Context: an optimization exercise on an open-source flow, tuned for small area. The choices shown serve that exercise and are no tape-out recipe. In this exercise RTL edits were held to simulation tests only and were not proved equivalent to the original. Power is estimated from default activity; no workload was simulated.

File: flow/run.sh
#!/bin/bash
# Own layout flow: the standard flow, with the synthesis's ABC technology
# mapping run on flow/abc.script instead of ORFS's speed script. Everything
# else (registers, flattening, renaming, floorplan to finish) is the standard.
# Each step's full output goes to a log file of its own in the work folder.
set -euo pipefail
W=$PWD

# The standard synthesis script, with the abc command taking our mapping script
{
  cat <<EOT
proc abc {args} {
  set i [lsearch -exact \$args -script]
  if {\$i >= 0} { set args [lreplace \$args \$i [expr {\$i + 1}] -script $W/flow/abc.script] }
  yosys abc {*}\$args
}
EOT
  cat "$W/synth_recipe.tcl"
} > "$W/flow_synth.tcl"

make -C "$FLOW_HOME" DESIGN_CONFIG="$W/config.mk" WORK_HOME="$W/orfs" CLKGATE_MAP_FILE= \
  SYNTH_SCRIPT="$W/flow_synth.tcl" synth > "$W/synth.log" 2>&1

# Floorplan to finish as the standard flow does it; writes out/final.def.
# Clock tree: the standard clustering, without dummy loads.
export CTS_ARGS="-sink_clustering_enable -repair_clock_nets -sink_clustering_size 30 -sink_clustering_max_diameter 120 -buf_list sky130_fd_sc_hd__clkbuf_16 -dont_use_dummy_load"
bash "$W/standard.sh" > "$W/layout.log" 2>&1
File: standard.sh
#!/bin/bash
# synth_recipe.tcl (not shown) runs the flow's synth.tcl, then flattens the netlist and writes it again
# the make line also repeats each setting of config.mk as NAME=value (left out here)
make -C /OpenROAD-flow-scripts/flow DESIGN_CONFIG=/design/flow/config.mk WORK_HOME=/design/flow/orfs CLKGATE_MAP_FILE= SYNTH_SCRIPT=/design/flow/synth_recipe.tcl "${@:-finish}"
File: constraint.sdc
create_clock -name core_clock -period 5.0 [get_ports {Clk}]
set_input_delay 1.0000 -clock core_clock [delete_from_list [all_inputs] [get_ports {Clk}]]
set_output_delay 1.0000 -clock core_clock [all_outputs]
set_load 0.01 [all_outputs]
File: design.v
`timescale 1ns/1ps
package sadPkg;
        localparam int ApbAddrWidth = 8;
        localparam int ApbDataWidth = 32;
        localparam int FrameIndexWidth = 8;
        localparam int NumElems = 16;
        typedef logic [ApbAddrWidth-1:0] apbAddrT;
        typedef logic [ApbDataWidth-1:0] apbDataT;
        typedef logic [FrameIndexWidth-1:0] frameIndexT;
        typedef enum logic [1:0] {
                kindNone         = 2'd0,
                kindFrameLoad    = 2'd1,
                kindFrameCompute = 2'd2,
                kindWindowLoad   = 2'd3
        } loadKindT;
        localparam apbAddrT AddrCmd = 8'h00;
        localparam apbAddrT AddrElem = 8'h04;
        localparam apbAddrT AddrCount = 8'h08;
        localparam apbAddrT AddrLast = 8'h0C;
        localparam apbAddrT AddrBest = 8'h10;
        localparam apbAddrT AddrBestIdx = 8'h14;
endpackage
`timescale 1ns/1ps
module sadApbControl #(
        parameter int ElemWidth = 8
) (
        input  logic Clk,
        input  logic rst,
        input  logic psel,
        input  logic penable,
        input  logic pwrite,
        input  sadPkg::apbAddrT paddr,
        input  sadPkg::apbDataT pwdata,
        output sadPkg::apbDataT prdata,
        input  logic [ElemWidth+3:0] lastSad,
        input  logic [ElemWidth+3:0] bestSad,
        input  sadPkg::frameIndexT bestIdx,
        input  sadPkg::frameIndexT resultCount,
        output logic elemTransfer,
        output logic elemWrite,
        output logic windowLoad,
        output logic computeStart,
        output logic countWrite,
        output logic [3:0] stagePtr
);
        logic wrEn;
        logic cmdWrite;
        assign wrEn = psel & penable & pwrite;
        assign elemTransfer = psel && pwrite && (paddr == sadPkg::AddrElem);
        assign cmdWrite = wrEn && (paddr == sadPkg::AddrCmd);
        assign elemWrite = elemTransfer && penable;
        assign countWrite = wrEn && (paddr == sadPkg::AddrCount);
        assign windowLoad = cmdWrite && (pwdata[1:0] == sadPkg::kindWindowLoad);
        assign computeStart = cmdWrite && (pwdata[1:0] == sadPkg::kindFrameCompute);
        always_ff @(posedge Clk) begin
                if (rst) begin
                        stagePtr <= '0;
                end else if (cmdWrite) begin
                        stagePtr <= '0;
                end else if (elemWrite) begin
                        stagePtr <= stagePtr + 1'b1;
                end
        end
        always_comb begin
                case (paddr)
                        sadPkg::AddrCount: prdata = sadPkg::ApbDataWidth'(resultCount);
                        sadPkg::AddrLast: prdata = sadPkg::ApbDataWidth'(lastSad);
                        sadPkg::AddrBest: prdata = sadPkg::ApbDataWidth'(bestSad);
                        sadPkg::AddrBestIdx: prdata = sadPkg::ApbDataWidth'(bestIdx);
                        default: prdata = '0;
                endcase
        end
endmodule
`timescale 1ns/1ps
module sadVectorCapture #(
        parameter int ElemWidth = 8
) (
        input  logic Clk,
        input  logic rst,
        input  logic elemTransfer,
        input  logic elemWrite,
        input  logic [3:0] stagePtr,
        input  logic [ElemWidth-1:0] elemData,
        input  logic windowLoad,
        input  logic [1:0] lane,
        input  logic idle,
        output logic [1:0] phase,
        output logic [ElemWidth-1:0] stageElem,
        output logic [ElemWidth-1:0] windowElem
);
        logic [ElemWidth-1:0] stageMem [16];
        logic [ElemWidth-1:0] windowMem [16];
        logic [ElemWidth-1:0] heldData;
        logic [1:0] heldAge;
        logic [3:0] heldPtr;
        logic copyWait;
        logic copying;
        logic busWrite;
        logic heldWrite;
        logic [1:0] insLane;
        logic [ElemWidth-1:0] insData;
        always_ff @(posedge Clk) begin
                if (rst) begin
                        phase <= '0;
                end else begin
                        phase <= phase + 1'b1;
                end
        end
        always_ff @(posedge Clk) begin
                if (elemWrite) begin
                        heldData <= elemData;
                end
                heldAge <= {heldAge[0], elemWrite};
        end
        assign heldPtr = stagePtr - 1'b1;
        assign busWrite = elemTransfer && (stagePtr[1:0] == phase);
        assign heldWrite = (|heldAge) && (heldPtr[1:0] == phase);
        assign insLane = busWrite ? stagePtr[3:2] : heldPtr[3:2];
        assign insData = busWrite ? elemData : heldData;
        always_ff @(posedge Clk) begin
                if (rst) begin
                        copyWait <= 1'b0;
                        copying <= 1'b0;
                end else begin
                        copyWait <= (windowLoad || copyWait) && (phase != 2'd3);
                        if (phase == 2'd3) begin
                                copying <= windowLoad || copyWait;
                        end
                end
        end
        always_ff @(posedge Clk) begin
                for (int j = 0; j < 3; j++) begin
                        for (int l = 0; l < 4; l++) begin
                                stageMem[4*j + l] <= stageMem[4*(j + 1) + l];
                                windowMem[4*j + l] <= windowMem[4*(j + 1) + l];
                        end
                end
                for (int l = 0; l < 4; l++) begin
                        if ((busWrite || heldWrite) && (insLane == l)) begin
                                stageMem[12 + l] <= insData;
                        end else begin
                                stageMem[12 + l] <= stageMem[l];
                        end
                        if (copying) begin
                                windowMem[12 + l] <= stageMem[l];
                        end else begin
                                windowMem[12 + l] <= windowMem[l];
                        end
                end
        end
        assign stageElem = stageMem[lane];
        assign windowElem = (copying || idle) ? stageMem[lane] : windowMem[lane];
endmodule
`timescale 1ns/1ps
module sadDiffTree #(
        parameter int ElemWidth = 8
) (
        input  logic [ElemWidth-1:0] windowElem,
        input  logic [ElemWidth-1:0] stageElem,
        input  logic [ElemWidth+3:0] sumIn,
        output logic [ElemWidth+3:0] sumOut
);
        logic [ElemWidth-1:0] d;
        logic gt;
        logic [ElemWidth-1:0] mag;
        assign {gt, d} = {1'b0, windowElem} + {1'b0, ~stageElem};
        assign mag = d ^ {ElemWidth{~gt}};
        assign sumOut = sumIn + {4'd0, mag} + {{(ElemWidth+3){1'b0}}, gt};
endmodule
`timescale 1ns/1ps
module sadBestTracker #(
        parameter int ElemWidth = 8
) (
        input  logic Clk,
        input  logic rst,
        input  logic computeStart,
        input  logic clearBest,
        input  logic [ElemWidth+3:0] sumNext,
        input  logic [1:0] phase,
        output logic [1:0] lane,
        output logic idle,
        output logic [ElemWidth+3:0] lastSad,
        output logic [ElemWidth+3:0] bestSad,
        output sadPkg::frameIndexT bestIdx,
        output sadPkg::frameIndexT resultCount
);
        logic armed;
        logic busy;
        logic turnEnd;
        logic go;
        logic finish;
        assign turnEnd = (phase == 2'd3);
        assign go = (computeStart || armed) && turnEnd;
        assign idle = !busy;
        always_ff @(posedge Clk) begin
                if (rst) begin
                        armed <= 1'b0;
                        busy <= 1'b0;
                        finish <= 1'b0;
                        lane <= '0;
                end else begin
                        armed <= (computeStart || armed) && !turnEnd;
                        busy <= go || (busy && !(turnEnd && (lane == 2'd3)));
                        finish <= busy && turnEnd && (lane == 2'd3);
                        lane <= lane + 2'(busy && turnEnd);
                end
        end
        always_ff @(posedge Clk) begin
                if (rst || computeStart) begin
                        lastSad <= '0;
                end else begin
                        lastSad <= sumNext;
                end
        end
        always_ff @(posedge Clk) begin
                if (rst) begin
                        bestSad <= '1;
                        bestIdx <= '0;
                        resultCount <= '0;
                end else if (clearBest) begin
                        bestSad <= '1;
                        bestIdx <= '0;
                        resultCount <= '0;
                end else begin
                        resultCount <= resultCount + 8'(finish);
                        if (finish && (lastSad < bestSad)) begin
                                bestSad <= lastSad;
                                bestIdx <= resultCount;
                        end
                end
        end
endmodule
`timescale 1ns/1ps
module sadEngineTop #(
        parameter int ElemWidth = 8
) (
        input  logic Clk,
        input  logic rst,
        input  logic psel,
        input  logic penable,
        input  logic pwrite,
        input  sadPkg::apbAddrT paddr,
        input  sadPkg::apbDataT pwdata,
        output sadPkg::apbDataT prdata
);
        localparam int SumWidth = ElemWidth + 4;
        logic elemTransfer;
        logic elemWrite;
        logic windowLoad;
        logic computeStart;
        logic countWrite;
        logic [3:0] stagePtr;
        logic [1:0] lane;
        logic [1:0] phase;
        logic idle;
        logic [ElemWidth-1:0] stageElem;
        logic [ElemWidth-1:0] windowElem;
        logic [SumWidth-1:0] sumNext;
        logic [SumWidth-1:0] lastSad;
        logic [SumWidth-1:0] bestSad;
        sadPkg::frameIndexT bestIdx;
        sadPkg::frameIndexT resultCount;
        sadApbControl #(.ElemWidth(ElemWidth)) uControl (
                .Clk(Clk), .rst(rst),
                .psel(psel), .penable(penable), .pwrite(pwrite),
                .paddr(paddr), .pwdata(pwdata), .prdata(prdata),
                .lastSad(lastSad), .bestSad(bestSad),
                .bestIdx(bestIdx), .resultCount(resultCount),
                .elemTransfer(elemTransfer), .elemWrite(elemWrite),
                .windowLoad(windowLoad), .computeStart(computeStart),
                .countWrite(countWrite), .stagePtr(stagePtr)
        );
        sadVectorCapture #(.ElemWidth(ElemWidth)) uCapture (
                .Clk(Clk), .rst(rst),
                .elemTransfer(elemTransfer), .elemWrite(elemWrite),
                .stagePtr(stagePtr), .elemData(pwdata[ElemWidth-1:0]),
                .windowLoad(windowLoad),
                .lane(lane), .idle(idle), .phase(phase),
                .stageElem(stageElem), .windowElem(windowElem)
        );
        sadDiffTree #(.ElemWidth(ElemWidth)) uDiffTree (
                .windowElem(windowElem), .stageElem(stageElem),
                .sumIn(lastSad), .sumOut(sumNext)
        );
        sadBestTracker #(.ElemWidth(ElemWidth)) uTracker (
                .Clk(Clk), .rst(rst),
                .computeStart(computeStart), .clearBest(countWrite),
                .sumNext(sumNext), .phase(phase), .lane(lane), .idle(idle),
                .lastSad(lastSad), .bestSad(bestSad),
                .bestIdx(bestIdx), .resultCount(resultCount)
        );
endmodule
File: config.mk
export PLATFORM = sky130hd
export DESIGN_NAME = sadEngineTop
export DESIGN_NICKNAME = sadEngineTop
export VERILOG_FILES = /design/flow/design.v
export SDC_FILE = /design/flow/constraint.sdc
export NUM_CORES = 4
export LEC_CHECK = 0
export CAP_MARGIN = 20
export CORE_MARGIN = 2
export CORE_UTILIZATION = 40
export CTS_BUF_LIST = sky130_fd_sc_hd__clkbuf_16
export CTS_CLUSTER_DIAMETER = 120
export CTS_CLUSTER_SIZE = 30
export SLEW_MARGIN = 20
File: flow/abc.script
strash
balance
rewrite
refactor
balance
rewrite
rewrite -z
balance
refactor -z
rewrite -z
balance
dch -f
amap
topo
stime -c
==> impl_metrics.tcl, run 1 <==
set metrics [dict create \
    tightest_slew_ns 0.6770 \
    stdcell_area_um2 10970 \
    gp_congestion 0.8052 \
    startpoint_type "primary input" \
    drive_above_1_share 0.05618 \
    hold_viol_final 0 \
    syn_area_um2 9688 \
    peakVddDrop_v 0.0001642 \
    grt_max_degree 34 \
    worstSetupPathType "primary input to output pin" \
    first_iter_violations 404 \
    yosysWarnings 5 \
    powerDensity_nw_per_um2 348.3 \
    yosys_most_used_dff "dfxtp_1" \
    synth-async-reset-ratio 0 \
    crit_path_top_delay_cell "clkdlybuf4s50_1" \
    synth-seq-area-share 0.6674 \
    area_growth_pct 13.21 \
    dr_total_vias 6011 \
    cts_tree "yes" \
    dieHeight_um 159.6 \
    cts-root-buf "clkbuf_16" \
    fin_crit_sh 0.9398 \
    hold_class "flip-flop to flip-flop" \
    crit_path_frequent_cell "clkdlybuf4s50_1" \
    synthCells 815 \
    wl_per_cell_um 15.40 \
    io_buffers 32 \
    required_ns 4.00 \
    core_um2 23610 \
    nNetsFinal 972 \
    cts_sinks 319 \
    rsz0062_at_grt "true" \
    period_minus_slack_ns 4.699 \
    synth_top_area_cell "dfxtp_1" \
    grt_pass1_vias 5768 \
    arrival_ns 3.70 \
    synth_area_per_cell_um2 11.89 \
    regToRegEndpoint "uTracker.lastSad[8]" \
    clk_path_buf_depth 3 \
    netlist_top_cells_area "dfxtp_1, ha_1, clkinv_1, a22o_1, a222oi_1" \
    cts_buffers 14 \
    max_cap_viol_count 0 \
    fin_util 0.4645 \
    outcome "no timing/DRC/antenna violations" \
    antenna_found_initial 0 \
    p_total_uw 3820 \
    synth_edf_count 8 \
    slew-limit-headroom 0.5480 \
    endpoint "prdata[1]" \
    cpPeakStageDelay_ns 0.58 \
    ant_nets 0 \
    placed_area_um2 10580 \
    maxSlewViolCount 0 \
    dr.pass1.iters 5 \
    fmaxAchievable_mhz 212.8 \
    rows 56 \
    fp.dieArea_um2 25480 \
    worstSetupStartpoint "paddr[5]" \
    finClkSkew_ns 0.02242 \
    drc 0 \
    cts_max_level 1 \
    crit_path_end_kind "output pin" \
    r2r_slack_ns 0.39 \
    layout_commonest_cell "dfxtp_1" \
    yosysTopAreaCellShare 0.6426 \
    crit_path_max_fanout 11 \
    antenna_cells 0 \
    setup_total_negative_slack_ns 0 \
    drt-vias-per-instance 4.972 \
    synth-seq-cells 319 \
    clk_latency_ns 0.49 \
    dp_hpwl_um 12740 \
    grt_use_total 0.1455 \
    io_pins 77 \
    wl_um 18620 \
    start_util 0.4103 \
    r2r_start "uTracker.lane[0]" \
    finalSetupViolations 0 \
    layout_common_cells "dfxtp_1, clkinv_1, nor2_1" \
    clk_pin_slew_ns 0.10 \
    path_cells "clkdlybuf4s50_1 -> or3_1 -> or2_0 -> or3b_1 -> nor2_1 -> clkinv_1 -> o21ai_0 -> clkdlybuf4s50_1" \
    synthDistinctLibCells 39 \
    leakagePower_uw 0.004187 \
    grt_pass1_wl_um 29900 \
    r2r_cells 24 \
    fp.dieW_um 159.6 \
    gr-total-overflow 0 \
]
report_power, final:
group	switching (uW)	internal (uW)	leakage (uW)	total, uW
Combinational	25.9	21.4	0.00144	47.3
Sequential	3.12	2550	0.00258	2560
Clock	707	508	0.000173	1220
kinds of logic (layout without fill, tap and decap cells):
kind of cell             Yosys count  after routing  synth area share
buffers and inverters            102            158           0.04727
other                              1             20         0.0003871
adder cells (fa/ha/maj)           35             35           0.04675
AO/OA/AOI/OAI                    238            238            0.1839
flip-flops                       319            319            0.6674
AND/OR/NAND/NOR                  120            120           0.05424
final cells by class:
type,instances,area [um2]
multi-input combinational,413,2870
timing repair buffer,62,574.3
clock buffer,14,350.3
inverter,82,307.8
sequential,319,6466
tap,319,399.1
fill,2173,12640
registers in the layout, summed over array words and instances, names as in the netlist, 4 cells and up:
name,flops
uTracker.bestIdx,8
uControl.stagePtr,4
uCapture.stageMem,128
uTracker.resultCount,8
uTracker.lastSad,12
uCapture.heldData,8
uCapture.windowMem,128
uTracker.bestSad,12
worst max-delay path: cells and delay by family:
family | cells | cell delay, ns
buf+inv | 3 | 1.27
simple gates | 4 | 1.14
compound gates | 1 | 0.30
per-stage QoR:
| stage | hold slack, ns | worst slack [ns] | instances |
|---|---|---|---|
| floorplan | 0.3096 | 0.09938 | 834 |
| global placement | 0.3096 | 0.06425 | 1194 |
| detailed placement | 0.3121 | -0.001192 | 1194 |
| CTS | 0.3148 | 0.09852 | 1208 |
| global route | 0.3160 | -0.02856 | 1209 |
| finish | 0.3140 | 0.3011 | 1209 |
timing repair:
item	4_1_cts	5_1_grt
pin swaps	0	1
gates resized for setup	1	6
hold buffers	0	0
setup endpoints to repair	1	5
setup buffers	0	1
synthesized netlist by cell type (3+ instances only):
cell / n
o21a_1: 21
a221oi_1: 3
a21oi_1: 33
a31oi_1: 6
o22a_1: 24
ha_1: 33
or2_0: 7
dfxtp_1: 311
o21ai_0: 25
a222oi_1: 24
or3_1: 3
nor2b_1: 7
clkinv_1: 82
a21o_1: 4
buf_4: 20
nand3_1: 5
nor3_1: 5
nand2_1: 23
a22o_1: 32
o22ai_1: 24
nor2_1: 63
a211oi_1: 15
edfxtp_1: 8
o221a_1: 5
o221ai_1: 11
routing by layer:
layer / part of all wire / global-route usage / vias to the layer above
met5: 0 / 0 / -
met4: 0.018 / 0.03843 / 0
met3: 0.044 / 0.02052 / 26
met2: 0.43 / 0.2288 / 118
met1: 0.51 / 0.2106 / 2823
li1: - / - / 3044
worst min-delay path by stage:
stage	from	to	slack [ns]	depth (start not counted)
final	uCapture.stageMem[9][6]	uCapture.stageMem[5][6]	0.31	0
after global routing	uCapture.windowMem[14][6]	uCapture.windowMem[10][6]	0.32	0
after CTS	uCapture.stageMem[9][6]	uCapture.stageMem[5][6]	0.31	0
after detailed placement	uCapture.stageMem[4][7]	uCapture.stageMem[0][7]	0.31	0
after global placement	uCapture.windowMem[13][3]	uCapture.windowMem[9][3]	0.31	0
after floorplan	uCapture.stageMem[4][0]	uCapture.stageMem[0][0]	0.31	0
==> run 2, diff against run 1 <==
--- a/flow/run.sh
+++ b/flow/run.sh
@@ -24,4 +24,6 @@
 # Floorplan to finish as the standard flow does it; writes out/final.def.
 # Clock tree: the standard clustering, without dummy loads.
 export CTS_ARGS="-sink_clustering_enable -repair_clock_nets -sink_clustering_size 30 -sink_clustering_max_diameter 120 -buf_list sky130_fd_sc_hd__clkbuf_16 -dont_use_dummy_load"
+# Port buffers: the smallest buffer cell, one per port as the standard flow
+export BUFFER_PORTS_ARGS="-buffer_cell sky130_fd_sc_hd__buf_1"
 bash "$W/standard.sh" > "$W/layout.log" 2>&1
--- a/flow/abc.script
+++ b/flow/abc.script
@@ -13,3 +13,6 @@
 amap
 topo
 stime -c
+buffer -p
+upsize
+dnsize
==> run 2 against run 1 <==
Still clean; register-to-register slack worse by 0.07 ns; sequential power about the same; via count down 2.0%; fmax up 0.38%; synthesized area up 2.0%; critical path depth up 18; highest routed layer unchanged.
==> impl_metrics.tcl, run 2 <==
set metrics [dict create \
    clk_pin_slew_ns 0.11 \
    drive_above_1_share 0.09163 \
    grt_pass1_vias 5647 \
    ant_nets 0 \
    crit_path_top_delay_cell "a222oi_1" \
    yosys_most_used_dff "dfxtp_1" \
    fp.dieArea_um2 25970 \
    cts_tree "yes" \
    placedCellCount 1191 \
    max_cap_viol_count 0 \
    powerDensity_nw_per_um2 352.2 \
    regToRegEndpoint "uTracker.lastSad[8]" \
    outcome "no timing/DRC/antenna violations" \
    drt-vias-per-instance 4.877 \
    dr_total_vias 5892 \
    leakagePower_uw 0.004395 \
    gp_congestion 0.7758 \
    r2r_start "uTracker.lane[1]" \
    area_growth_pct 9.639 \
    r2r_slack_ns 0.32 \
    cts_buffers 14 \
    cts_max_level 1 \
    critPathTopFamily "compound AO/OA/AOI/OAI gates" \
    io_buffers 32 \
    drc 0 \
    top_regs "uCapture.stageMem: 128 flops, uCapture.windowMem: 128 flops" \
    synth_edf_count 8 \
    crit_path_max_fanout 16 \
    maxSlewViolCount 0 \
    cts-root-buf "clkbuf_16" \
    io_pins 77 \
    placed_area_um2 10380 \
    fp.dieW_um 161.2 \
    nNetsFinal 966 \
    yosysTopAreaCellShare 0.6303 \
    syn_area_um2 9878 \
    synth-async-reset-ratio 0 \
    dr.pass1.iters 8 \
    finClkSkew_ns 0.03031 \
    fmaxAchievable_mhz 213.6 \
    hold_viol_final 0 \
    tightest_slew_ns 0.7503 \
    antenna_found_initial 0 \
    yosysWarnings 5 \
    antenna_cells 0 \
    dp_hpwl_um 12390 \
    dieHeight_um 161.2 \
    num-fill-cells 2294 \
    required_ns 5.38 \
    layout_common_cells "dfxtp_1, inv_1, nor2_1" \
    rows 57 \
    hold-path-endpoint "uCapture.windowMem[9][6]" \
    slew-limit-headroom 0.4980 \
    cpPeakStageDelay_ns 0.43 \
    ys_top_cells_by_count "dfxtp_1, inv_1, nor2_1" \
    layout_commonest_cell "dfxtp_1" \
    synthDistinctLibCells 55 \
    synth-seq-cells 319 \
    finalSetupViolations 0 \
    wl_per_cell_um 15.04 \
    clk_path_buf_depth 3 \
    cts_sinks 319 \
    post-place-ws_ns -0.07800 \
    synthCells 835 \
    period_minus_slack_ns 4.681 \
    fin_ws_ns 0.3191 \
    synth_top_area_cell "dfxtp_1" \
    wl_um 18170 \
    core_um2 24250 \
    r2r_cells 26 \
    whs_path_depth 0 \
    clk_latency_ns 0.49 \
    hold_buffers 0 \
    crit_path_end_kind "flip-flop" \
    hold_class "flip-flop to flip-flop" \
    gr-total-overflow 0 \
    fin_crit_sh 0.9362 \
    worstSetupPathType "flip-flop to flip-flop" \
    grt_max_degree 34 \
    netlist_top_cells_area "dfxtp_1, ha_1, inv_1, a222oi_1, edfxtp_1" \
    stdcell_area_um2 10830 \
    grt_pass1_wl_um 29570 \
    synth_area_per_cell_um2 11.83 \
    cp_num_buf_inv 8 \
    first_iter_violations 356 \
    grt_use_total 0.1406 \
    startpoint_type "flip-flop" \
    start_util 0.4074 \
    peakVddDrop_v 0.0002801 \
    arrival_ns 5.06 \
    final_cells 1208 \
    crit_path_frequent_cell "buf_4" \
    yosysMostFrequentCell "dfxtp_1" \
    min_from "uCapture.windowMem[13][6]" \
    synth-seq-area-share 0.6546 \
]
[run 2: area by class of cell]
class | count | area, um2 | share of cell area
inverter | 82 | 312.8 | 0.02888
sequential | 319 | 6467 | 0.5972
multi-input combinational | 413 | 2994 | 0.2765
tap | 324 | 405.4 | 0.03743
timing repair buffer | 56 | 300.3 | 0.02773
clock buffer | 14 | 350.3 | 0.03235
[run 2: cells by family after synthesis]
logic type	after synthesis	synth area share
flops	319	0.6546
compound gates	238	0.1844
buf+inv	122	0.05725
simple gates	120	0.05750
fa+ha+maj	35	0.04585
other cells	1	0.0003796
[run 2: stage by stage]
stage	total power, uW	hold slack, ns	TNS (ns)	util
after floorplan	2649	0.3096	0	-
after global placement	2652	0.3095	0	0.4281
after detailed placement	2652	0.3121	-0.1242	0.4281
after CTS	3867	0.3083	0	0.4427
after global routing	3951	0.3125	-0.004799	0.4466
final	3815	0.3066	0	0.4466
[run 2: worst max-delay path by stage]
stage                     start                  end  slack [ns]  cells past startpoint
2_1_floorplan  uTracker.lane[1]  uTracker.lastSad[8]        0.43                     22
3_3_place_gp   uTracker.lane[0]  uTracker.lastSad[8]        0.05                     24
3_5_place_dp   uTracker.lane[0]  uTracker.lastSad[8]       -0.08                     23
4_1_cts        uTracker.lane[1]  uTracker.lastSad[8]        0.03                     25
5_1_grt        uTracker.lane[0]  uTracker.lastSad[8]      -0.005                     25
6_report       uTracker.lane[1]  uTracker.lastSad[8]        0.32                     26
[run 2: where the power goes]
group          total (uW)  switching, uW  internal [uW]
clock network        1220            713            508
logic                36.7           25.4           11.3
registers            2560           3.27           2550
[run 2: routing by layer]
layer  GRT usage  up-vias  wire length, um
met4     0.03409        0              301
met2      0.2220       95             7841
met3     0.01900       22              606
met1      0.2050     2755             9419
li1            -     3020                -
met5           0        -                0
[run 2: what timing repair did]
action | in CTS | in global routing
setup buffers | 0 | 3
pin swaps | 0 | 4
resized for setup | 2 | 16
setup endpoints to repair | 2 | 5
==> run 3, diff against run 2 <==
--- a/flow/abc.script
+++ b/flow/abc.script
@@ -13,6 +13,3 @@
 amap
 topo
 stime -c
-buffer -p
-upsize
-dnsize
==> run 3 against run 2 <==
Still clean; design area unchanged; first-iteration DRC count increased by 41%; clock power is essentially flat; register-to-register slack better by 0.02 ns; total power rose by 0.34%; core utilization up 1.2 points; global-route usage grew 0.69 points; hold slack better by 0.0060 ns; flip-flop and latch count unchanged; highest routed layer unchanged.
==> impl_metrics.tcl, run 3 <==
set metrics [dict create \
    clk_path_buf_depth 3 \
    fp.dieW_um 159.6 \
    final_cells 1214 \
    worstSetupStartpoint "uTracker.lane[0]" \
    crit_path_end_kind "flip-flop" \
    placed_area_um2 10390 \
    hold_class "flip-flop to flip-flop" \
    io_pins 77 \
    hold_buffers 0 \
    start_util 0.4103 \
    worstSetupPathType "flip-flop to flip-flop" \
    clk_latency_ns 0.49 \
    clk_pin_slew_ns 0.11 \
    gr-total-overflow 0 \
    antenna_found_initial 0 \
    fin_ws_ns 0.3369 \
    nNetsFinal 977 \
    powerDensity_nw_per_um2 353.4 \
    leakagePower_uw 0.004132 \
    synth-compound-area-share 0.1839 \
    wl_per_cell_um 15.53 \
    synth_top_area_cell "dfxtp_1" \
    synth_edf_count 8 \
    max_cap_viol_count 0 \
    tightest_slew_ns 0.8733 \
    fmaxAchievable_mhz 214.4 \
    startpoint_type "flip-flop" \
    hold_viol_final 0 \
    min_from "uCapture.stageMem[8][2]" \
    r2r_start "uTracker.lane[0]" \
    synth-simple-area-share 0.05424 \
    layout_common_cells "dfxtp_1, clkinv_1, nor2_1" \
    synth-async-reset-ratio 0 \
    required_ns 5.40 \
    cts_sinks 319 \
    area_growth_pct 11.79 \
    synth_top_family_by_area "compound AO/OA/AOI/OAI gates" \
    syn_area_um2 9688 \
    fp.dieArea_um2 25480 \
    rsz0062_at_grt "false" \
    synth_fa_ha_area_frac 0.04675 \
    antenna_cells 0 \
    cts_buffers 14 \
    dr_total_vias 6034 \
    drt-vias-per-instance 4.970 \
    yosysMostFrequentCell "dfxtp_1" \
    dr.pass1.iters 6 \
    yosys_most_used_dff "dfxtp_1" \
    top_regs "uCapture.stageMem: 128 flops, uCapture.windowMem: 128 flops" \
    outcome "no timing/DRC/antenna violations" \
    p_total_uw 3828 \
    slew-limit-headroom 0.4178 \
    core_um2 23610 \
    cts_tree "yes" \
    grt_pass1_vias 5784 \
    dp_hpwl_um 12790 \
    synthCells 815 \
    peakVddDrop_v 0.0001969 \
    synth-seq-cells 319 \
    yosysTopAreaCellShare 0.6426 \
    period_minus_slack_ns 4.663 \
    finalSetupViolations 0 \
    synthDistinctLibCells 39 \
    dieHeight_um 159.6 \
    layout_commonest_cell "dfxtp_1" \
    synth_area_per_cell_um2 11.89 \
    cts-root-buf "clkbuf_16" \
    grt_pass1_wl_um 30570 \
    placedCellCount 1197 \
    crit_path_max_fanout 12 \
    hold_slack_ns 0.3127 \
    ys_top_cells_by_count "dfxtp_1, clkinv_1, nor2_1" \
    yosysWarnings 5 \
    netlist_top_cells_area "dfxtp_1, ha_1, clkinv_1, a22o_1, a222oi_1" \
    ant_nets 0 \
    wl_um 18860 \
    first_iter_violations 501 \
    drive_above_1_share 0.06927 \
    stdcell_area_um2 10830 \
    synth-seq-area-share 0.6674 \
    synth_xor_area_frac 0 \
    rows 56 \
    post-place-ws_ns -0.1933 \
    cts_max_level 1 \
    fin_crit_sh 0.9326 \
    arrival_ns 5.07 \
    grt_use_total 0.1475 \
    grt_max_degree 34 \
    drc 0 \
    maxSlewViolCount 0 \
    finClkSkew_ns 0.02589 \
    synthMuxAreaShare 0 \
    gp_congestion 0.7696 \
    io_buffers 32 \
]
[run 3: cell families (layout without fill, tap and decap cells)]
logic type               count (synthesis)  count (layout)
AO/OA/AOI/OAI                          238             238
adder cells (fa/ha/maj)                 35              35
buffers and inverters                  102             163
flip-flops                             319             319
other                                    1              20
AND/OR/NAND/NOR                        120             120
[run 3: area by class of cell]
class / count / area [um2]
clock buffer: 14 / 350.3
fill: 2226 / 12780
inverter: 82 / 307.8
multi-input combinational: 413 / 2907
sequential: 319 / 6467
tap: 319 / 399.1
timing repair buffer: 67 / 399.1
[run 3: report_power, final]
group / switching [uW] / total, uW / internal, uW
Clock: 725 / 1230 / 509
Sequential: 3.33 / 2560 / 2550
Combinational: 25.5 / 36.4 / 10.9
[run 3: final timing paths]
kind	to	cells after the start	slack [ns]
worst max register to register	uTracker.lastSad[10]	26	0.34
worst max-delay path	uTracker.lastSad[10]	26	0.34
worst min register to register	uCapture.stageMem[4][2]	0	0.31
worst min-delay path	uCapture.stageMem[4][2]	0	0.31
[run 3: per-layer routing]
layer,wire (um),vias to the layer above,track usage
met5,0,-,0
met4,219,0,0.02727
met3,927,15,0.02727
met2,8210,124,0.2288
met1,9500,2840,0.2165
li1,-,3055,-
[run 3: metrics by stage]
stage / utilization / TNS, ns
after floorplan: - / 0
after global placement: 0.4396 / -0.5940
after global routing: 0.4587 / 0
after CTS: 0.4551 / 0
final: 0.4587 / 0
after detailed placement: 0.4401 / -0.4998
[run 3: critical path, stage by stage (launching register included)]
cell and delay (ns):
dfxtp_2 0.36, clkinv_1 0.09, buf_4 0.12, nor2_2 0.05, buf_12 0.15, buf_4 0.15, a222oi_1 0.39, o21a_1 0.19
o22ai_1 0.08, ha_1 0.32, clkinv_1 0.08, nor2_2 0.05, a221o_1 0.33, a41oi_4 0.23, buf_4 0.17, a21oi_1 0.08
ha_1 0.32, a21o_1 0.18, a31oi_1 0.20, nor2_1 0.09, nor2_1 0.09, o21bai_1 0.08, nor2b_1 0.15, o32ai_2 0.26
buf_4 0.17, nor3_1 0.04, nor3_1 0.16
[run 3: repair_timing]
| item | in CTS | in global routing |
|---|---|---|
| pin swaps | 0 | 4 |
| gates resized for setup | 2 | 14 |
| endpoints found under the setup margin | 4 | 6 |
| setup buffers | 0 | 3 |
==> run 4, diff against run 3 <==
--- a/config.mk
+++ b/config.mk
@@ -5,10 +5,10 @@
 export SDC_FILE = /design/flow/constraint.sdc
 export NUM_CORES = 4
 export LEC_CHECK = 0
-export CAP_MARGIN = 20
+export CAP_MARGIN = 0
 export CORE_MARGIN = 2
 export CORE_UTILIZATION = 40
 export CTS_BUF_LIST = sky130_fd_sc_hd__clkbuf_16
 export CTS_CLUSTER_DIAMETER = 120
 export CTS_CLUSTER_SIZE = 30
-export SLEW_MARGIN = 20
+export SLEW_MARGIN = 0
==> run 4 against run 3 <==
Still clean on timing, DRC and antenna; sequential share of layout area is 0.062 points higher; sequential power hardly changed; fmax is 0.34% lower; clock skew hardly changed; hold slack better by 0.0038 ns; die area stayed put; critical endpoint unchanged; highest routed layer unchanged.
==> impl_metrics.tcl, run 4 <==
set metrics [dict create \
    dr_total_vias 6092 \
    fin_util 0.4582 \
    synth-seq-area-share 0.6674 \
    cpPeakStageDelay_ns 0.36 \
    cts_max_level 1 \
    layout_commonest_cell "dfxtp_1" \
    period_minus_slack_ns 4.679 \
    ant_nets 0 \
    post-place-ws_ns -0.2099 \
    tightest_slew_ns 1.194 \
    top_regs "uCapture.stageMem: 128 flops, uCapture.windowMem: 128 flops" \
    p_sw_frac 0.1966 \
    crit_path_end_kind "flip-flop" \
    p_sw_uw 752.1 \
    setup_total_negative_slack_ns 0 \
    p_clk_frac 0.322 \
    core_um2 23610 \
    io_buffers 32 \
    synthDistinctLibCells 39 \
    dr.pass1.iters 5 \
    cts_buffers 14 \
    fin_ws_ns 0.3211 \
    antenna_found_initial 0 \
    io_pins 77 \
    fp.dieW_um 159.6 \
    cts_tree "yes" \
    start_util 0.4103 \
    worstSetupStartpoint "uTracker.lane[0]" \
    wl_um 18920 \
    yosysMostFrequentCell "dfxtp_1" \
    synth_edf_count 8 \
    area_growth_pct 11.67 \
    slew-limit-headroom 0.2012 \
    num-fill-cells 2247 \
    route.met2.wl_um 8103 \
    clk_pin_slew_ns 0.11 \
    finalSetupViolations 0 \
    intPower_uw 3073 \
    r2r_cells 26 \
    synth-seq-cells 319 \
    cp_num_buf_inv 7 \
    top_layer "met4" \
    synthCells 815 \
    grt_pass1_vias 5807 \
    dp_hpwl_um 12840 \
    regToRegEndpoint "uTracker.lastSad[10]" \
    maxSlewViolCount 0 \
    critPathTopFamily "compound AO/OA/AOI/OAI gates" \
    r2r_start "uTracker.lane[0]" \
    crit_path_max_fanout 12 \
    rows 56 \
    powerDensity_nw_per_um2 353.6 \
    crit_path_top_delay_cell "dfxtp_2" \
    cts_setup_buffers 0 \
    antenna_cells 0 \
    wl_per_cell_um 15.63 \
    layout_common_cells "dfxtp_1, clkinv_1, nor2_1" \
    first_iter_violations 467 \
    required_ns 5.41 \
    finClkSkew_ns 0.02608 \
    r2r_slack_ns 0.32 \
    drc 0 \
    cts_sinks 319 \
    grt_max_degree 34 \
    worstSetupPathType "flip-flop to flip-flop" \
    grt_use_total 0.1482 \
    endpoint "uTracker.lastSad[10]" \
    cts-root-buf "clkbuf_16" \
    crit_path_frequent_cell "buf_4" \
    clk_latency_ns 0.49 \
    peakVddDrop_v 0.0001900 \
    hold_class "flip-flop to flip-flop" \
    yosysWarnings 5 \
    grt_pass1_wl_um 30680 \
    gr-total-overflow 0 \
    yosys_most_used_dff "dfxtp_1" \
    outcome "no timing/DRC/antenna violations" \
    ys_top_cells_by_count "dfxtp_1, clkinv_1, nor2_1" \
    power_frac_comb 0.010 \
    fin_crit_sh 0.9358 \
    route.met3.wl_um 1176 \
    synth-async-reset-ratio 0 \
    synth_top_area_cell "dfxtp_1" \
    synth_area_per_cell_um2 11.89 \
    fmaxAchievable_mhz 213.7 \
    arrival_ns 5.09 \
    syn_area_um2 9688 \
    fp.dieArea_um2 25480 \
    drive_above_1_share 0.07183 \
    yosysTopAreaCellShare 0.6426 \
    rsz0062_at_grt "false" \
    hold_viol_final 0 \
    gp_congestion 0.7696 \
    clk_path_buf_depth 3 \
    netlist_top_cells_area "dfxtp_1, ha_1, clkinv_1, a22o_1, a222oi_1" \
    nNetsFinal 973 \
    wl_met1_um 9370 \
    dieHeight_um 159.6 \
    max_cap_viol_count 0 \
    drt-vias-per-instance 5.035 \
    p_seq_frac 0.668 \
    leakagePower_uw 0.004117 \
    startpoint_type "flip-flop" \
    path_depth 26 \
]
run 4: cell count changes in the layout (fill, tap and decap cells not counted), sizes merged:
cell    change
clkinv      -1
inv         +1
buf         -4
run 4: routing by layer:
metal  global-route usage  up-vias
met2               0.2316      150
met1               0.2195     2874
met5                    0        -
met3              0.02208       21
met4              0.02727        0
li1                     -     3047
run 4: cell families (layout without fill, tap and decap cells):
family	after synthesis	in the layout	synth area share
flip-flops	319	319	0.6674
AO/OA/AOI/OAI	238	238	0.1839
buffers and inverters	102	159	0.04727
other	1	20	0.0003871
AND/OR/NAND/NOR	120	120	0.05424
adder cells (fa/ha/maj)	35	35	0.04675
run 4: worst min path at each step:
| stage | start | cells past startpoint | end | slack [ns] |
|---|---|---|---|---|
| after floorplan | uCapture.stageMem[4][0] | 0 | uCapture.stageMem[0][0] | 0.31 |
| after global placement | uCapture.windowMem[7][1] | 0 | uCapture.windowMem[3][1] | 0.31 |
| after detailed placement | uCapture.stageMem[4][7] | 0 | uCapture.stageMem[0][7] | 0.31 |
| after CTS | uCapture.windowMem[15][1] | 0 | uCapture.windowMem[11][1] | 0.32 |
| after global routing | uCapture.stageMem[12][2] | 0 | uCapture.stageMem[8][2] | 0.33 |
| final | uCapture.windowMem[15][1] | 0 | uCapture.windowMem[11][1] | 0.32 |
run 4: what timing repair did:
item                       4_1_cts  5_1_grt
pin swaps                        0        6
hold buffers                     0        0
cloned                           0        0
setup endpoints to repair        4        6
resized for setup                2       20
run 4: power by group through the flow:
| stage | Sequential (uW) | Combinational, uW | Clock, uW |
|---|---|---|---|
| floorplan | 2610 | 32.5 | 0 |
| global placement | 2620 | 35.8 | 0 |
| detailed placement | 2620 | 36.2 | 0 |
| CTS | 2560 | 36.3 | 1270 |
| global route | 2560 | 42.2 | 1350 |
| finish | 2560 | 36.5 | 1230 |
run 4: through the flow:
stage | total power [uW] | cell area [um2] | instances | hold slack [ns]
2_1_floorplan | 2647 | 9759 | 834 | 0.3096
3_3_place_gp | 2651 | 10380 | 1196 | 0.3096
3_5_place_dp | 2652 | 10380 | 1196 | 0.3121
4_1_cts | 3868 | 10740 | 1210 | 0.3213
5_1_grt | 3952 | 10820 | 1210 | 0.3291
6_report | 3825 | 10820 | 1210 | 0.3165
run 4: final cells by class:
type                            instances  area (um2)  share of cell area
Tap cell                              319       399.1             0.03689
Multi-Input combinational cell        413        2929              0.2707
Clock buffer                           14       350.3             0.03238
Sequential cell                       319        6467              0.5978
Timing Repair Buffer                   63       365.4             0.03377
Inverter                               82       307.8             0.02845
==> run 5, diff against run 4 <==
==> flow/abc.script (replaced) <==
strash
balance
rewrite
refactor
balance
rewrite
rewrite -z
balance
refactor -z
rewrite -z
balance
&get -n
&st
&dch -f
&nf -R 1000 -p -a
&put
topo
stime -c
--- a/config.mk
+++ b/config.mk
@@ -5,10 +5,10 @@
 export SDC_FILE = /design/flow/constraint.sdc
 export NUM_CORES = 4
 export LEC_CHECK = 0
-export CAP_MARGIN = 0
+export CAP_MARGIN = 20
 export CORE_MARGIN = 2
 export CORE_UTILIZATION = 40
 export CTS_BUF_LIST = sky130_fd_sc_hd__clkbuf_16
 export CTS_CLUSTER_DIAMETER = 120
 export CTS_CLUSTER_SIZE = 30
-export SLEW_MARGIN = 0
+export SLEW_MARGIN = 20
==> run 5 against run 4 <==
Core utilization is 1.4 points lower; critical endpoint unchanged; first-iteration DRC count is 39% lower; via count fell by 7.2%; register-to-register slack improved by 0.28 ns; fmax increased by 6.3%; still clean on timing, DRC and antenna; sequential power barely moved; total power about the same.
==> impl_metrics.tcl, run 5 <==
set metrics [dict create \
    setup_total_negative_slack_ns 0 \
    slew-limit-headroom 0.4636 \
    yosys_most_used_dff "dfxtp_1" \
    post-place-ws_ns 0.6380 \
    yosysWarnings 5 \
    fp.dieArea_um2 25800 \
    fin_ws_ns 0.5978 \
    grt_max_degree 34 \
    netlist_top_cells_area "dfxtp_1, nand2_1, ha_1, mux2_1, mux2i_1" \
    synth_area_per_cell_um2 11.81 \
    r2r_cells 23 \
    antenna_cells 0 \
    placedCellCount 1201 \
    dp_hpwl_um 11310 \
    clk_path_buf_depth 3 \
    synthCells 831 \
    intPower_uw 3077 \
    wl_um 17090 \
    cts_tree "yes" \
    num-fill-cells 2290 \
    finClkSkew_ns 0.03482 \
    io_pins 77 \
    p_sw_frac 0.1957 \
    startpoint_type "flip-flop" \
    rsz0062_at_grt "false" \
    crit_path_max_fanout 5 \
    cp_num_buf_inv 1 \
    dr_total_vias 5653 \
    synth-seq-cells 319 \
    register_area_um2 6466 \
    drt-vias-per-instance 4.653 \
    layout_commonest_cell "dfxtp_1" \
    ctsResizeCount 0 \
    rows 57 \
    multi_input_area_um2 3208 \
    leakagePower_uw 0.004578 \
    hold_buffers 0 \
    cts_buffers 14 \
    grt_pass1_wl_um 27880 \
    finalSetupViolations 0 \
    endpoint "uTracker.lastSad[10]" \
    p_seq_frac 0.669 \
    fp.dieW_um 160.6 \
    fin_util 0.4440 \
    layout_common_cells "dfxtp_1, nand2_1, nor2_1" \
    fin_crit_sh 0.8804 \
    r2r_slack_ns 0.60 \
    dieHeight_um 160.6 \
    clk_pin_slew_ns 0.11 \
    synth_top_area_cell "dfxtp_1" \
    hold_viol_final 0 \
    top_regs "uCapture.stageMem: 128 flops, uCapture.windowMem: 128 flops" \
    path_depth 23 \
    regToRegEndpoint "uTracker.lastSad[10]" \
    outcome "no timing/DRC/antenna violations" \
    nNetsFinal 973 \
    cts_max_level 1 \
    cts_setup_buffers 0 \
    period_minus_slack_ns 4.402 \
    maxSlewViolCount 0 \
    max_cap_viol_count 0 \
    cts-root-buf "clkbuf_16" \
    grt_pass1_vias 5346 \
    syn_area_um2 9813 \
    synth-async-reset-ratio 0 \
    power_frac_comb 0.012 \
    final_cells 1215 \
    start_util 0.4059 \
    drive_above_1_share 0.03255 \
    required_ns 5.44 \
    drc 0 \
    grt_use_total 0.1341 \
    powerDensity_nw_per_um2 356.4 \
    hold_slack_ns 0.2999 \
    tightest_slew_ns 0.8045 \
    io_buffers 32 \
    dr.pass1.iters 5 \
    first_iter_violations 283 \
    ys_top_cells_by_count "dfxtp_1, nand2_1, nor2_1" \
    crit_path_frequent_cell "nand2_1" \
    gr-total-overflow 0 \
    crit_path_end_kind "flip-flop" \
    path_cells "and2_0 -> a222oi_1 -> nand2_1 -> nand2_1 -> o21ai_0 -> ha_1 -> fa_1 -> nand3_1 -> nand2_1 -> a21oi_1 -> nand2_1 -> o21ai_0 -> clkinv_1 -> fa_1 -> nand3_1 -> nand2_1 -> and2_0 -> o21ai_0 -> nand2b_1 -> nand3_1 -> nand2_1 -> a41o_1 -> nor2_1" \
    synthDistinctLibCells 41 \
    ant_nets 0 \
    wl_per_cell_um 14.07 \
    clk_latency_ns 0.49 \
    p_clk_frac 0.320 \
    hold_class "flip-flop to flip-flop" \
    arrival_ns 4.84 \
    p_sw_uw 748.8 \
    r2r_start "uTracker.lane[1]" \
    worstSetupPathType "flip-flop to flip-flop" \
    fmaxAchievable_mhz 227.2 \
    core_um2 24180 \
    worstSetupStartpoint "uTracker.lane[1]" \
    cpPeakStageDelay_ns 0.42 \
    yosysMostFrequentCell "dfxtp_1" \
    yosysTopAreaCellShare 0.6345 \
    area_growth_pct 9.397 \
    synth-seq-area-share 0.6589 \
    peakVddDrop_v 0.0002116 \
    critPathTopFamily "simple AND/OR/NAND/NOR gates" \
    gp_congestion 0.7669 \
    antenna_found_initial 0 \
    crit_path_top_delay_cell "a222oi_1" \
    cts_sinks 319 \
    synth_edf_count 8 \
]
[run 5: worst min path at each step]
stage / startpoint / end / slack, ns / cells after the start
floorplan: uCapture.stageMem[4][0] / uCapture.stageMem[0][0] / 0.31 / 0
global placement: uCapture.stageMem[15][6] / uCapture.stageMem[11][6] / 0.31 / 0
finish: uCapture.stageMem[9][1] / uCapture.stageMem[5][1] / 0.30 / 0
CTS: uCapture.stageMem[6][0] / uCapture.stageMem[2][0] / 0.30 / 0
global route: uCapture.windowMem[8][0] / uCapture.windowMem[4][0] / 0.30 / 0
detailed placement: uCapture.stageMem[15][4] / uCapture.stageMem[11][4] / 0.31 / 0
[run 5: stage by stage]
step           power (uW)  cell area, um2
2_1_floorplan        2655            9884
3_3_place_gp         2661           10390
3_5_place_dp         2662           10390
4_1_cts              3878           10740
5_1_grt              3966           10740
6_report             3826           10740
[run 5: power groups by stage]
| stage | combinational (uW) | sequential, uW | clock [uW] |
|---|---|---|---|
| 2_1_floorplan | 34.8 | 2620 | 0 |
| 3_5_place_dp | 45.1 | 2620 | 0 |
| 6_report | 44.6 | 2560 | 1220 |
| 3_3_place_gp | 44.4 | 2620 | 0 |
| 4_1_cts | 45.3 | 2560 | 1270 |
| 5_1_grt | 50.5 | 2560 | 1350 |
[run 5: layer usage]
layer  track usage  vias up  wire, um
met4       0.02785        0       230
met2        0.2198       51      7695
met1        0.1900     2649      8685
li1              -     2935         -
met3       0.01885       18       480
met5             0        -         0
[run 5: final cells by class]
type | count | area share
clock buffer | 14 | 0.03263
inverter | 16 | 0.005594
multi-input combinational | 495 | 0.2988
sequential | 319 | 0.6023
tap | 324 | 0.03776
timing repair buffer | 47 | 0.02284
[run 5: kinds of logic after synthesis]
family,after synthesis,synth area share
other cells,1,0.0003821
xor+xnor,28,0.02499
mux,61,0.06630
simple gates,226,0.1002
fa+ha+maj,35,0.04616
compound gates,125,0.08160
flops,319,0.6589
buf+inv,36,0.02142
[run 5: worst reg2reg max path: stages, from the launching register on]
cell      delay (ns)
dfxtp_1         0.37
and2_0          0.32
a222oi_1        0.42
nand2_1         0.14
nand2_1         0.08
o21ai_0         0.08
ha_1            0.22
fa_1            0.41
nand3_1         0.11
nand2_1         0.10
a21oi_1         0.20
nand2_1         0.07
o21ai_0         0.14
clkinv_1        0.14
fa_1            0.42
nand3_1         0.10
nand2_1         0.06
and2_0          0.16
o21ai_0         0.17
nand2b_1        0.12
nand3_1         0.09
nand2_1         0.09
a41o_1          0.25
nor2_1          0.07
==> run 6, diff against run 5 <==
==> flow/abc.script (replaced) <==
strash
&get -n
&st
&dch -f
&nf -R 1000 -p -a
&put
topo
stime -c
==> run 6 against run 5 <==
Still clean on timing, DRC and antenna; largest cell class unchanged; routed wire length down 1.2%; final cell count is 0.33% higher; critical path type unchanged; sequential share of layout area hardly changed; setup slack got worse by 0.26 ns.
==> impl_metrics.tcl, run 6 <==
set metrics [dict create \
    outcome "no timing/DRC/antenna violations" \
    dr.pass1.iters 6 \
    hold_viol_final 0 \
    grt_pass1_wl_um 28120 \
    r2r_start "uTracker.lane[1]" \
    io_buffers 32 \
    regToRegEndpoint "uTracker.lastSad[10]" \
    p_seq_frac 0.669 \
    layout_commonest_cell "dfxtp_1" \
    max_cap_viol_count 0 \
    drive_above_1_share 0.04358 \
    cts_setup_buffers 0 \
    r2r_cells 21 \
    antenna_cells 0 \
    cts_sinks 319 \
    clk_path_buf_depth 3 \
    fp.dieW_um 160.3 \
    route.met2.wl_um 7395 \
    cts_buffers 14 \
    leakagePower_uw 0.004361 \
    synth_edf_count 8 \
    io_pins 77 \
    grt_pass1_vias 5455 \
    hold_buffers 0 \
    hold_class "flip-flop to flip-flop" \
    min_from "uCapture.stageMem[12][1]" \
    gr-total-overflow 0 \
    synth-seq-area-share 0.6621 \
    intPower_uw 3075 \
    required_ns 5.37 \
    placedCellCount 1205 \
    worstSetupPathType "flip-flop to flip-flop" \
    wl_per_cell_um 13.85 \
    layout_common_cells "dfxtp_1, nand2_1, nor2_1, o21ai_0, a21oi_1" \
    ant_nets 0 \
    finClkSkew_ns 0.04917 \
    clk_latency_ns 0.50 \
    clk_pin_slew_ns 0.11 \
    core_um2 24180 \
    yosys_most_used_dff "dfxtp_1" \
    r2r_slack_ns 0.34 \
    netlist_top_cells_area "dfxtp_1, ha_1, nand2_1, mux2_1, o21ai_0" \
    fin_crit_sh 0.9327 \
    synth_top_area_cell "dfxtp_1" \
    yosysTopAreaCellShare 0.6375 \
    drt-vias-per-instance 4.655 \
    cts_max_level 1 \
    synthCells 831 \
    final_cells 1219 \
    grt_use_total 0.1350 \
    ctsResizeCount 0 \
    startpoint_type "flip-flop" \
    start_util 0.4040 \
    powerDensity_nw_per_um2 356.4 \
    crit_path_max_fanout 10 \
    dieHeight_um 160.3 \
    crit_path_end_kind "flip-flop" \
    fmaxAchievable_mhz 214.4 \
    syn_area_um2 9767 \
    grt_max_degree 40 \
    gp_congestion 0.7685 \
    arrival_ns 5.03 \
    dr_total_vias 5674 \
    yosysMostFrequentCell "dfxtp_1" \
    ys_top_cells_by_count "dfxtp_1, nand2_1, nor2_1, o21ai_0, a21oi_1" \
    wl_um 16880 \
    peakVddDrop_v 0.0002475 \
    hold-path-endpoint "uCapture.stageMem[8][1]" \
    top_regs "uCapture.stageMem: 128 flops, uCapture.windowMem: 128 flops" \
    power_frac_comb 0.012 \
    rows 57 \
    cts_tree "yes" \
    tightest_slew_ns 0.8471 \
    slew-limit-headroom 0.4337 \
    area_growth_pct 9.851 \
    synth-async-reset-ratio 0 \
    top_layer "met4" \
    finalSetupViolations 0 \
    dp_hpwl_um 11380 \
    maxSlewViolCount 0 \
    synth-seq-cells 319 \
    synth_area_per_cell_um2 11.75 \
    p_sw_frac 0.1957 \
    cts-root-buf "clkbuf_16" \
    antenna_found_initial 0 \
    wl_met1_um 8725 \
    fp.dieArea_um2 25680 \
    fin_util 0.4438 \
    synthDistinctLibCells 42 \
    route.met3.wl_um 502 \
    p_sw_uw 748.4 \
    p_clk_frac 0.320 \
    period_minus_slack_ns 4.663 \
    yosysWarnings 5 \
    first_iter_violations 294 \
    whs_path_depth 0 \
    nNetsFinal 977 \
    drc 0 \
]
run 6: changes by cell type after synthesis, sizes merged, moves of 6 or more:
cell	change
a221oi	+8
o21ai	+20
mux2i	-19
a22oi	-6
a22o	+9
nand2	-9
and3	-13
a21oi	+6
xor2	+6
clkinv	+6
run 6: through the flow:
stage / hold slack (ns) / setup TNS, ns / total power [uW] / instance area, um2 / setup WS [ns]
finish: 0.2934 / 0 / 3824 / 10730 / 0.3366
detailed placement: 0.3121 / 0 / 2661 / 10370 / 0.2064
global route: 0.3082 / -0.002034 / 3973 / 10730 / -0.002034
global placement: 0.3096 / 0 / 2660 / 10370 / 0.2754
floorplan: 0.3096 / 0 / 2653 / 9838 / 0.05204
CTS: 0.2989 / 0 / 3878 / 10720 / 0.1974
run 6: worst max-delay path, cell delays in order (launching register included):
cell and delay, ns:
dfxtp_1 0.37, nor2b_2 0.26, a22o_1 0.25, a221oi_1 0.47, o21ai_0 0.16, ha_1 0.24, fa_1 0.41, nand3_1 0.10
nand2_1 0.09, a41oi_1 0.29, nand2_1 0.08, o21ai_0 0.15, clkinv_1 0.14, fa_1 0.43, nand3_1 0.10, nand2_1 0.09
a21o_1 0.19, a21oi_1 0.21, o21ai_0 0.19, nand3_1 0.13, xor2_1 0.15, nor2_1 0.05
run 6: how the worst max path moves through the flow:
stage                startpoint                   end  slack, ns  cells past startpoint
2_1_floorplan  uCapture.copying  uTracker.lastSad[10]       0.05                     20
3_3_place_gp   uTracker.lane[1]  uTracker.lastSad[10]       0.28                     20
3_5_place_dp   uTracker.lane[1]  uTracker.lastSad[10]       0.21                     21
4_1_cts        uTracker.lane[1]  uTracker.lastSad[10]       0.20                     21
5_1_grt        uTracker.lane[0]  uTracker.lastSad[10]     -0.002                     21
6_report       uTracker.lane[1]  uTracker.lastSad[10]       0.34                     21
run 6: layout make-up:
type	count	area, um2
fillers	2277	13450
flip-flops and latches	319	6466
multi-input cells	489	3162
well taps	324	405.4
clock buffers	14	350.3
repair buffers	51	262.8
inverters	22	82.58
run 6: cells by family after synthesis:
| family | share of synthesized area |
|---|---|
| DFF | 0.6621 |
| and+or+nand+nor | 0.08763 |
| AOI/OAI and AO/OA | 0.1003 |
| muxes | 0.04714 |
| buffers and inverters | 0.02383 |
| xor gates and xnor gates | 0.03228 |
| adders and majority gates | 0.04638 |
| other | 0.0003840 |
run 6: metal layers:
metal / track usage / vias to the layer above
met1: 0.1914 / 2646
met4: 0.03440 / 0
met3: 0.02078 / 19
met2: 0.2168 / 60
met5: 0 / -
li1: - / 2949
run 6: power groups by stage:
| stage | registers [uW] | clock network, uW | logic, uW |
|---|---|---|---|
| 2_1_floorplan | 2620 | 0 | 35.1 |
| 5_1_grt | 2560 | 1360 | 51.2 |
| 3_3_place_gp | 2620 | 0 | 45.2 |
| 6_report | 2560 | 1220 | 45.2 |
| 4_1_cts | 2560 | 1280 | 45.7 |
| 3_5_place_dp | 2620 | 0 | 45.5 |
==> run 7, diff against run 6 <==
==> flow/abc.script (replaced) <==
strash
&get -n
&st
&dch -f
&nf -R 1000 -p -a -F 8 -A 4
&put
topo
stime -c
==> run 7 against run 6 <==
Via count decreased by 0.79%; final cell count shrank 0.49%; fmax increased by 3.2%; combinational power decreased by 1%; flip-flop and latch count stayed put; critical path type unchanged.
==> impl_metrics.tcl, run 7 <==
set metrics [dict create \
    crit_path_top_delay_cell "a221oi_1" \
    startpoint_type "flip-flop" \
    clk_path_buf_depth 3 \
    cts_max_level 1 \
    yosys_most_used_dff "dfxtp_1" \
    synth_top_family_by_area "compound AO/OA/AOI/OAI gates" \
    max_cap_viol_count 0 \
    area_growth_pct 10.05 \
    wl_per_cell_um 13.90 \
    first_iter_violations 377 \
    critPathTopFamily "compound AO/OA/AOI/OAI gates" \
    arrival_ns 4.88 \
    fin_util 0.4449 \
    num-fill-cells 2263 \
    cts_tree "yes" \
    clk_latency_ns 0.50 \
    fmaxAchievable_mhz 221.2 \
    powerDensity_nw_per_um2 356.2 \
    nNetsFinal 971 \
    placedCellCount 1199 \
    grt_max_degree 34 \
    cts_buffers 14 \
    synth_fa_ha_area_frac 0.04634 \
    path_cells "and2_0 -> a22o_1 -> a221oi_1 -> o21ai_0 -> ha_1 -> fa_1 -> nand3_1 -> nand2_1 -> a21oi_1 -> nand2_1 -> o21ai_0 -> clkinv_1 -> fa_1 -> nand3_1 -> nand2_1 -> a21o_1 -> a21oi_1 -> o21ai_0 -> nand3_1 -> xor2_1 -> nor2_1" \
    dr.pass1.iters 5 \
    syn_area_um2 9773 \
    fp.dieW_um 160.3 \
    layout_common_cells "dfxtp_1, nand2_1, nor2_1" \
    fin_crit_sh 0.9040 \
    cpPeakStageDelay_ns 0.42 \
    synth-compound-area-share 0.09256 \
    layout_commonest_cell "dfxtp_1" \
    ant_nets 0 \
    tightest_slew_ns 0.8309 \
    post-place-ws_ns 0.3999 \
    gp_congestion 0.7660 \
    gr-total-overflow 0 \
    grt_pass1_wl_um 27570 \
    drc 0 \
    p_total_uw 3831 \
    drt-vias-per-instance 4.641 \
    ys_top_cells_by_count "dfxtp_1, nand2_1, nor2_1" \
    maxSlewViolCount 0 \
    yosysMostFrequentCell "dfxtp_1" \
    start_util 0.4042 \
    hold_class "flip-flop to flip-flop" \
    finClkSkew_ns 0.05123 \
    netlist_top_cells_area "dfxtp_1, ha_1, nand2_1, mux2_1, a21oi_1" \
    drive_above_1_share 0.04724 \
    grt_pass1_vias 5363 \
    final_cells 1213 \
    fp.dieArea_um2 25700 \
    synthCells 824 \
    cp_num_buf_inv 1 \
    worstSetupPathType "flip-flop to flip-flop" \
    synth-simple-area-share 0.08462 \
    slew-limit-headroom 0.4445 \
    leakagePower_uw 0.004476 \
    finalSetupViolations 0 \
    dp_hpwl_um 11300 \
    rows 57 \
    grt_use_total 0.1312 \
    synth_area_per_cell_um2 11.86 \
    clk_pin_slew_ns 0.11 \
    io_pins 77 \
    synth_edf_count 8 \
    yosysWarnings 5 \
    crit_path_end_kind "flip-flop" \
    required_ns 5.36 \
    setup_total_negative_slack_ns 0 \
    synth-seq-cells 319 \
    top_regs "uCapture.stageMem: 128 flops, uCapture.windowMem: 128 flops" \
    cts_setup_buffers 0 \
    yosysTopAreaCellShare 0.6371 \
    outcome "no timing/DRC/antenna violations" \
    cts-root-buf "clkbuf_16" \
    core_um2 24180 \
    hold_viol_final 0 \
    rsz0062_at_grt "false" \
    synth-async-reset-ratio 0 \
    synth_top_area_cell "dfxtp_1" \
    dr_total_vias 5629 \
    period_minus_slack_ns 4.520 \
    antenna_found_initial 0 \
    wl_um 16860 \
    synthDistinctLibCells 40 \
    dieHeight_um 160.3 \
    io_buffers 32 \
    fin_ws_ns 0.4799 \
    synth-seq-area-share 0.6616 \
    synth_xor_area_frac 0.03226 \
    antenna_cells 0 \
    cts_sinks 319 \
    crit_path_max_fanout 5 \
    synthMuxAreaShare 0.05838 \
    peakVddDrop_v 0.0002858 \
]
==> run 7: cell types whose count changed after synthesis, sizes merged, moves of 3 or more <==
cell   delta
nand2     -7
nor2      +3
o21ai    -11
mux2i    +11
==> run 7: routing by layer <==
metal / wire length (um) / vias up / global-route usage
met2: 7298 / 76 / 0.2094
met3: 567 / 21 / 0.02092
met4: 270 / 0 / 0.03071
met1: 8722 / 2601 / 0.1882
met5: 0 / - / 0
li1: - / 2931 / -
==> run 7: cell type report <==
type	instances	area (um2)	area share
inverters	22	82.58	0.007678
well taps	324	405.4	0.03769
flip-flops and latches	319	6466	0.6012
repair buffers	52	270.3	0.02513
clock buffers	14	350.3	0.03257
multi-input cells	482	3181	0.2957
==> run 7: kinds of logic (layout without fill, tap and decap cells) <==
kind of cell | after synthesis | in the layout
xor gates and xnor gates | 36 | 36
muxes | 53 | 53
buffers and inverters | 42 | 88
DFF | 319 | 319
AOI/OAI and AO/OA | 142 | 142
other | 1 | 20
and+or+nand+nor | 196 | 196
adders and majority gates | 35 | 35
==> run 7: report_power, final <==
part	internal [uW]	switching, uW
clock network	508	722
registers	2550	2.83
logic	13.6	31.0
total	3080	756
==> run 7: path summary, 6_finish.rpt <==
path         slack [ns]                       from  depth (start not counted)                        to
max                0.48           uTracker.lane[0]                         21      uTracker.lastSad[10]
min                0.30  uCapture.windowMem[10][0]                          0  uCapture.windowMem[6][0]
min reg2reg        0.30  uCapture.windowMem[10][0]                          0  uCapture.windowMem[6][0]
max reg2reg        0.48           uTracker.lane[0]                         21      uTracker.lastSad[10]
==> run 7: timing repair <==
item / in CTS / in global routing
setup endpoints to repair: 0 / 2
gates resized for setup: 0 / 4
hold buffers: 0 / 0
==> run 7: through the flow <==
stage | cell area, um2 | hold slack (ns)
global route | 10760 | 0.2932
finish | 10760 | 0.2952
CTS | 10740 | 0.2961
global placement | 10390 | 0.3097
detailed placement | 10390 | 0.3121
floorplan | 9844 | 0.3096
==> run 8, diff against run 7 <==
--- a/flow/run.sh
+++ b/flow/run.sh
@@ -23,7 +23,7 @@
 
 # Floorplan to finish as the standard flow does it; writes out/final.def.
 # Clock tree: the standard clustering, without dummy loads.
-export CTS_ARGS="-sink_clustering_enable -repair_clock_nets -sink_clustering_size 30 -sink_clustering_max_diameter 120 -buf_list sky130_fd_sc_hd__clkbuf_16 -dont_use_dummy_load"
+export CTS_ARGS="-sink_clustering_enable -repair_clock_nets -sink_clustering_size 32 -sink_clustering_max_diameter 100 -distance_between_buffers 400 -branching_point_buffers_distance 400 -buf_list sky130_fd_sc_hd__clkbuf_16 -dont_use_dummy_load"
 # Port buffers: the smallest buffer cell, one per port as the standard flow
 export BUFFER_PORTS_ARGS="-buffer_cell sky130_fd_sc_hd__buf_1"
 bash "$W/standard.sh" > "$W/layout.log" 2>&1
==> flow/abc.script (replaced) <==
strash
&get -n
&st
&dch -f
&nf -R 1000 -p -a
&put
topo
stime -c
==> run 8 against run 7 <==
Routed wire length up 0.24%; first-iteration DRC count down 23%; die area about the same; setup slack worse by 0.15 ns; clock power down 4%; critical path type unchanged; critical endpoint unchanged; largest cell class unchanged.
==> impl_metrics.tcl, run 8 <==
set metrics [dict create \
    multi_input_area_um2 3162 \
    drc 0 \
    cts_sinks 319 \
    hold_buffers 0 \
    r2r_start "uTracker.lane[1]" \
    cts_buffers 13 \
    min_from "uCapture.stageMem[12][1]" \
    slew-limit-headroom 0.4276 \
    dr.pass1.iters 5 \
    leakagePower_uw 0.004349 \
    hold-path-endpoint "uCapture.stageMem[8][1]" \
    tightest_slew_ns 0.8562 \
    antenna_found_initial 0 \
    startpoint_type "flip-flop" \
    first_iter_violations 291 \
    crit_path_top_delay_cell "a221oi_1" \
    required_ns 5.38 \
    maxSlewViolCount 0 \
    powerDensity_nw_per_um2 353.6 \
    grt_max_degree 40 \
    crit_path_end_kind "flip-flop" \
    io_buffers 32 \
    antenna_cells 0 \
    wl_um 16900 \
    crit_path_max_fanout 10 \
    drt-vias-per-instance 4.631 \
    yosysTopAreaCellShare 0.6375 \
    layout_common_cells "dfxtp_1, nand2_1, nor2_1, o21ai_0, a21oi_1" \
    setup_total_negative_slack_ns 0 \
    cpPeakStageDelay_ns 0.47 \
    clk_path_buf_depth 3 \
    grtUsageMet1 0.1926 \
    peakVddDrop_v 0.0002415 \
    finalSetupViolations 0 \
    gp_congestion 0.7685 \
    yosys_most_used_dff "dfxtp_1" \
    cp_num_buf_inv 1 \
    gr-total-overflow 0 \
    start_util 0.4040 \
    use_met2 0.2166 \
    worstSetupPathType "flip-flop to flip-flop" \
    dieHeight_um 160.3 \
    rows 57 \
    yosysMostFrequentCell "dfxtp_1" \
    dr_total_vias 5641 \
    grt_use_total 0.1348 \
    core_um2 24180 \
    fp.dieArea_um2 25680 \
    fin_util 0.4427 \
    r2r_cells 21 \
    netlist_top_cells_area "dfxtp_1, ha_1, nand2_1, mux2_1, o21ai_0" \
    ys_top_cells_by_count "dfxtp_1, nand2_1, nor2_1, o21ai_0, a21oi_1" \
    finClkSkew_ns 0.03169 \
    cts-root-buf "clkbuf_16" \
    fin_crit_sh 0.9332 \
    drive_above_1_share 0.04251 \
    clk_pin_slew_ns 0.12 \
    wl_per_cell_um 13.87 \
    hold_viol_final 0 \
    hold_class "flip-flop to flip-flop" \
    synth_top_area_cell "dfxtp_1" \
    synthDistinctLibCells 42 \
    register_area_um2 6466 \
    critPathTopFamily "compound AO/OA/AOI/OAI gates" \
    outcome "no timing/DRC/antenna violations" \
    syn_area_um2 9767 \
    yosysWarnings 5 \
    gr-max-usage-layer "met2" \
    grt_use_met3 0.02000 \
    synth-seq-cells 319 \
    cts_setup_buffers 0 \
]
-- run 8: layout make-up --
cell class | count | area share
clock buffers | 13 | 0.03039
inverters | 22 | 0.007715
multi-input cells | 489 | 0.2954
flip-flops and latches | 319 | 0.6041
well taps | 324 | 0.03787
repair buffers | 51 | 0.02455
-- run 8: metal layers --
metal / up-vias / part of all wire
met3: 19 / 0.029
met1: 2618 / 0.52
met2: 58 / 0.43
met4: 0 / 0.018
li1: 2946 / -
met5: - / 0
-- run 8: cells by family (layout without fill, tap and decap cells) --
logic type | after synthesis | in the layout | share of synthesized area
flip-flops | 319 | 319 | 0.6621
AND/OR/NAND/NOR | 201 | 201 | 0.08763
AO/OA/AOI/OAI | 155 | 155 | 0.1003
multiplexers | 42 | 42 | 0.04714
buffers and inverters | 42 | 86 | 0.02383
XOR/XNOR | 36 | 36 | 0.03228
adder cells (fa/ha/maj) | 35 | 35 | 0.04638
other | 1 | 20 | 0.0003840
-- run 8: worst reg2reg max path, stage by stage, from the launching register on --
cell and delay, ns:
dfxtp_1 0.37, nor2b_2 0.26, a22o_1 0.26, a221oi_1 0.47
o21ai_0 0.16, ha_1 0.24, fa_1 0.41, nand3_1 0.10
nand2_1 0.09, a41oi_1 0.29, nand2_1 0.08, o21ai_0 0.15
clkinv_1 0.14, fa_1 0.43, nand3_1 0.10, nand2_1 0.09
a21o_1 0.19, a21oi_1 0.21, o21ai_0 0.19, nand3_1 0.13
xor2_1 0.15, nor2_1 0.05
-- run 8: worst max-delay path by stage --
stage / end / slack (ns) / cells after the start / start
after CTS: uTracker.lastSad[10] / 0.19 / 21 / uTracker.lane[1]
after global routing: uTracker.lastSad[10] / -0.006 / 21 / uTracker.lane[0]
final: uTracker.lastSad[10] / 0.33 / 21 / uTracker.lane[1]
after detailed placement: uTracker.lastSad[10] / 0.21 / 21 / uTracker.lane[1]
after floorplan: uTracker.lastSad[10] / 0.05 / 20 / uCapture.copying
after global placement: uTracker.lastSad[10] / 0.28 / 20 / uTracker.lane[1]
-- run 8: what timing repair did --
item | CTS | global route
resized for setup | 0 | 2
hold endpoints to repair | 0 | 0
endpoints found under the setup margin | 0 | 3
-- run 8: metrics by stage --
stage	power (uW)	std cells	instance area, um2	worst slack, ns
floorplan	2653	850	9838	0.05204
detailed placement	2661	1205	10370	0.2064
finish	3785	1218	10700	0.3338
global route	3928	1218	10700	-0.005916
CTS	3836	1218	10700	0.1851
global placement	2660	1205	10370	0.2754
-- run 8: where the power goes --
group	leakage (uW)	internal [uW]	total (uW)	switching [uW]
clock network	0.000160	474	1180	708
registers	0.00258	2550	2560	3.00
logic	0.00161	13.7	45.2	31.5

Setup slack of run 8, layout unchanged: 0.334 ns with ideal ports, 0.334 ns with driving cells assumed (clock clkbuf_16, inputs buf_2), 0.334 ns with port delays also shifted by the 0.526 ns mid clock arrival.
